Background: an optimization exercise with open tools, aiming at small area, a short achievable clock period and few clock cycles. Do not read the settings as production practice.
The RTL was checked by simulation tests, not by an equivalence proof against the original design.
Power and IR drop assume default switching activity.

==> xenon: inputs <==
Design mac_top, start of the top module:
module mac_top (
    input  logic         CLK,
    input  logic         RSTN,
    input  logic [11:0]  mnt_i,        
    input  logic         start_i,
    output logic         done_o,
    output logic [3:0]   w_rd_o,       
    input  logic [63:0]  w_rdata_i,    
    output logic [3:0]   i_rd_o,       
    input  logic [63:0]  i_rdata_i,    
    output logic [68:0]  o_wr_o        
);
clock: 5.5 ns
lec_check: 0
cap_margin: 20
core_margin: 2
core_utilization: 30
setup_slack_margin: 3.0
slew_margin: 20
synth_hierarchical: 1
standard.sh (not shown) runs the stock make flow with config.mk's settings and CLKGATE_MAP_FILE= SYNTH_SCRIPT=/design/flow/synth_recipe.tcl, a recipe that flattens the netlist after the stock synthesis.
==> flow/flow/run.sh <==
#!/bin/bash
# The standard layout with two changes:
#  - the smallest buffer on every port (repair_timing upsizes the ones on
#    critical paths)
#  - a clock tree of fewer, larger leaf clusters and no dummy loads
bash standard.sh \
  "BUFFER_PORTS_ARGS=-buffer_cell sky130_fd_sc_hd__buf_1" \
  "CTS_ARGS=-sink_clustering_enable -sink_clustering_size 24 -sink_clustering_max_diameter 80 -buf_list {sky130_fd_sc_hd__clkbuf_8 sky130_fd_sc_hd__clkbuf_16} -dont_use_dummy_load -repair_clock_nets" \
  finish > standard.log 2>&1
==> willow (differences from xenon) <==
Settings changed: SETUP_SLACK_MARGIN 3.0 to 3.25.
==> tundra (differences from xenon) <==
Settings changed: SETUP_SLACK_MARGIN 3.0 to 2.85.
==> qor summary <==
Status: tundra finished clean; xenon finished clean; willow finished clean
Number of vias in the routed layout: tundra 7,655; xenon 7,713; willow 7,985
Category of the critical setup timing path: tundra in2reg; xenon in2reg; willow reg2reg
Pre-CTS setup slack: tundra 2.27 ns; xenon 2.23 ns; willow 2.19 ns
Comb power frac: tundra 0.526; xenon 0.529; willow 0.542
Reported clock group power: tundra 1100 uW; xenon 1100 uW; willow 1150 uW
Number of nets in the finished design: tundra 1,540; xenon 1,542; willow 1,604
Cell occurring most often along the worst timing path: tundra fa_2; xenon fa_2; willow fa_1
Grt met1 use: tundra 0.199; xenon 0.196; willow 0.198
CP Launch Type: tundra input pin; xenon input pin; willow flip-flop
Top fanout value on the critical path: tundra 8; xenon 7; willow 5
Combinational-cell power consumption: tundra 4400 uW; xenon 4460 uW; willow 4770 uW
Final clock period utilization by the worst path: tundra 0.481; xenon 0.454; willow 0.451
Met3 Use GR: tundra 0.0368; xenon 0.0313; willow 0.0274
Power drawn by the sequential cells: tundra 2870 uW; xenon 2880 uW; willow 2870 uW
Placement-stage cell area: tundra 13,800 um2; xenon 14,000 um2; willow 14,600 um2
Clock share of power: tundra 0.131; xenon 0.130; willow 0.131
Share of final layout cell area taken by non-clock buffers: tundra 0.0401; xenon 0.0416; willow 0.0871
Part of the power in registers: tundra 0.343; xenon 0.341; willow 0.327
Testbench counts of xenon, summed over its fixed seeds: cycles 5,706.
Testbench counts of willow, summed over its fixed seeds: cycles 5,706.
Testbench counts of tundra, summed over its fixed seeds: cycles 5,706.

========
==> run a: inputs <==
Another version of the RTL of mac_top (not shown whole).
export LEC_CHECK = 0
export CAP_MARGIN = 20
export CORE_MARGIN = 2
export CORE_UTILIZATION = 30
export SETUP_SLACK_MARGIN = 3.0
export SLEW_MARGIN = 20
export SYNTH_HIERARCHICAL = 1
create_clock -name core_clock -period 5.5 [get_ports {CLK}]
==> flow/flow/run.sh <==
#!/bin/bash
# The standard layout with two changes:
#  - the smallest buffer on every port (repair_timing upsizes the ones on
#    critical paths)
#  - a clock tree of fewer, larger leaf clusters and no dummy loads
bash standard.sh \
  "BUFFER_PORTS_ARGS=-buffer_cell sky130_fd_sc_hd__buf_1" \
  "CTS_ARGS=-sink_clustering_enable -sink_clustering_size 18 -sink_clustering_max_diameter 60 -buf_list {sky130_fd_sc_hd__clkbuf_8} -dont_use_dummy_load -repair_clock_nets" \
  finish > standard.log 2>&1
==> run b (differences from run a) <==
==> flow/flow/run.sh (replaced) <==
#!/bin/bash
# The standard layout with two changes:
#  - the smallest buffer on every port (repair_timing upsizes the ones on
#    critical paths)
#  - a clock tree of fewer, larger leaf clusters and no dummy loads
bash standard.sh \
  "BUFFER_PORTS_ARGS=-buffer_cell sky130_fd_sc_hd__buf_1" \
  "CTS_ARGS=-sink_clustering_enable -sink_clustering_size 24 -sink_clustering_max_diameter 80 -buf_list {sky130_fd_sc_hd__clkbuf_8 sky130_fd_sc_hd__clkbuf_16} -dont_use_dummy_load -repair_clock_nets" \
  finish > standard.log 2>&1
--- a/flow/config.mk
+++ b/flow/config.mk
@@ -13 +13,2 @@
 export SYNTH_HIERARCHICAL = 1
+export TNS_END_PERCENT = 5
==> run c (differences from run a) <==
==> flow/flow/run.sh (replaced) <==
#!/bin/bash
# The standard layout with two changes:
#  - the smallest buffer on every port (repair_timing upsizes the ones on
#    critical paths)
#  - a clock tree of fewer, larger leaf clusters and no dummy loads
bash standard.sh \
  "BUFFER_PORTS_ARGS=-buffer_cell sky130_fd_sc_hd__buf_1" \
  "CTS_ARGS=-sink_clustering_enable -sink_clustering_size 24 -sink_clustering_max_diameter 80 -buf_list {sky130_fd_sc_hd__clkbuf_8 sky130_fd_sc_hd__clkbuf_16} -dont_use_dummy_load -repair_clock_nets" \
  finish > standard.log 2>&1
--- a/flow/config.mk
+++ b/flow/config.mk
@@ -7,2 +7,3 @@
 export LEC_CHECK = 0
+export ABC_AREA = 1
 export CAP_MARGIN = 20
==> run d (differences from run a) <==
==> flow/flow/run.sh (replaced) <==
#!/bin/bash
# The standard layout with two changes:
#  - the smallest buffer on every port (repair_timing upsizes the ones on
#    critical paths)
#  - a clock tree of fewer, larger leaf clusters and no dummy loads
bash standard.sh \
  "BUFFER_PORTS_ARGS=-buffer_cell sky130_fd_sc_hd__buf_1" \
  "CTS_ARGS=-sink_clustering_enable -sink_clustering_size 24 -sink_clustering_max_diameter 80 -buf_list {sky130_fd_sc_hd__clkbuf_8 sky130_fd_sc_hd__clkbuf_16} -dont_use_dummy_load -repair_clock_nets" \
  finish > standard.log 2>&1
--- a/flow/config.mk
+++ b/flow/config.mk
@@ -10,2 +10,3 @@
 export CORE_UTILIZATION = 30
+export PLACE_DENSITY = 0.75
 export SETUP_SLACK_MARGIN = 3.0
==> summary of the runs <==
Clock power, highest first: run b, run c, run d, run a.
Of run a and run c, run a has the higher combinational power (gap about 4%, measured against run c).
Maximum frequency: run b < run d < run a < run c.
Of run a and run d, run d has the higher utilization (gap 0.40 points).
Routed wire length: run a is smaller than run c (3.4%).
In run b the clock skew is lower than in run a, by 0.039 ns.
Hold slack, lowest first: run a, run b, run c, run d.
In run b the final area is smaller than in run c, by 5.6%.
Total power: run d > run b > run a > run c.
==> figures <==
quantity	run d	run b	run a	run c
First-pass GRT wire length	52.0 mm	50.5 mm	51.1 mm	53.5 mm
RD Place Congestion	0.904	0.912	0.874	0.901
Layout fillers	3,951	4,015	3,997	4,339
Resized cells post-CTS	73	49	44	42
Lkg Pwr	5.43 nW	5.43 nW	5.37 nW	6.55 nW
Per-cell routed wire length	20.4 µm	19.8 µm	19.7 µm	17.0 µm
Mean number of vias per cell	5.09	4.87	4.90	4.58
Outcome	complete, no violations	complete, no violations	complete, no violations	complete, no violations
Switching share of power	0.406	0.404	0.408	0.418
Per-instance average area after synthesis	12.8 µm²	12.8 µm²	12.8 µm²	10.6 µm²
Post-layout instance count excluding filler cells	1,663	1,667	1,670	2,001
Critical Path RT	5.84 ns	5.88 ns	5.95 ns	5.89 ns
Number of cells on the worst reg-to-reg path	6	4	6	4
Clock Power Share	0.122	0.142	0.113	0.143
Post-route design area	14,400 µm²	14,400 µm²	14,300 µm²	15,300 µm²
Non-clock inverter total of the final layout	36	36	36	188
Met1 layer usage reported by global route	0.206	0.208	0.209	0.206
Time the final worst path needs with I/O delays and setup	2.52 ns	2.57 ns	2.49 ns	2.49 ns
Worst-case vdd ir drop	0.327 mV	0.320 mV	0.323 mV	0.381 mV
Synthesized instance count	970	970	970	1,248
Testbench counts of run a, summed over its fixed seeds: cycles 5,706.
Testbench counts of run b, summed over its fixed seeds: cycles 5,706.
Testbench counts of run c, summed over its fixed seeds: cycles 5,706.
Testbench counts of run d, summed over its fixed seeds: cycles 5,706.

[static timing again, ports no longer ideal]
Ports are ideal in the flow. The routed layouts listed here were re-timed in OpenROAD. Step 1: set_driving_cell puts a clkbuf_16 on CLK and a buf_2 on each other input, an assumption about the parent block. Step 2, shift: input delay + t, output delay - t, t = (earliest + latest rising clock arrival at the registers) / 2. This alone moves slack from input paths to output paths. a / b / c = ideal ports / drivers / drivers and shift; a / b = the first two.
| run | shift t [ns] | slack for setup (ns) | clock arrival spread, ns | slew at the worst register clock pin (ns) | worst data-port slew with drivers (ns) |
|---|---|---|---|---|---|
| xenon | 0.546 | 3.001 / 3.028 / 2.482 | 0.040 / 0.040 | 0.10 / 0.10 | 0.08 |
| willow | 0.543 | 3.019 / 3.019 / 2.553 | 0.043 / 0.044 | 0.09 / 0.09 | 0.08 |
| tundra | 0.528 | 2.852 / 2.881 / 2.354 | 0.045 / 0.045 | 0.09 / 0.09 | 0.07 |
| run a | 0.580 | 3.013 / 3.028 / 2.451 | 0.103 / 0.104 | 0.11 / 0.11 | 0.06 |
| run b | 0.533 | 2.926 / 2.924 / 2.391 | 0.055 / 0.056 | 0.10 / 0.10 | 0.06 |
| run c | 0.537 | 3.014 / 3.036 / 2.499 | 0.065 / 0.065 | 0.09 / 0.09 | 0.05 |
| run d | 0.526 | 2.977 / 2.993 / 2.467 | 0.062 / 0.063 | 0.10 / 0.10 | 0.07 |
After both steps setup and hold are still met in every run listed. For run a, which loses most, drivers alone change the setup slack by +0.015 ns; drivers and shift together by -0.562 ns.
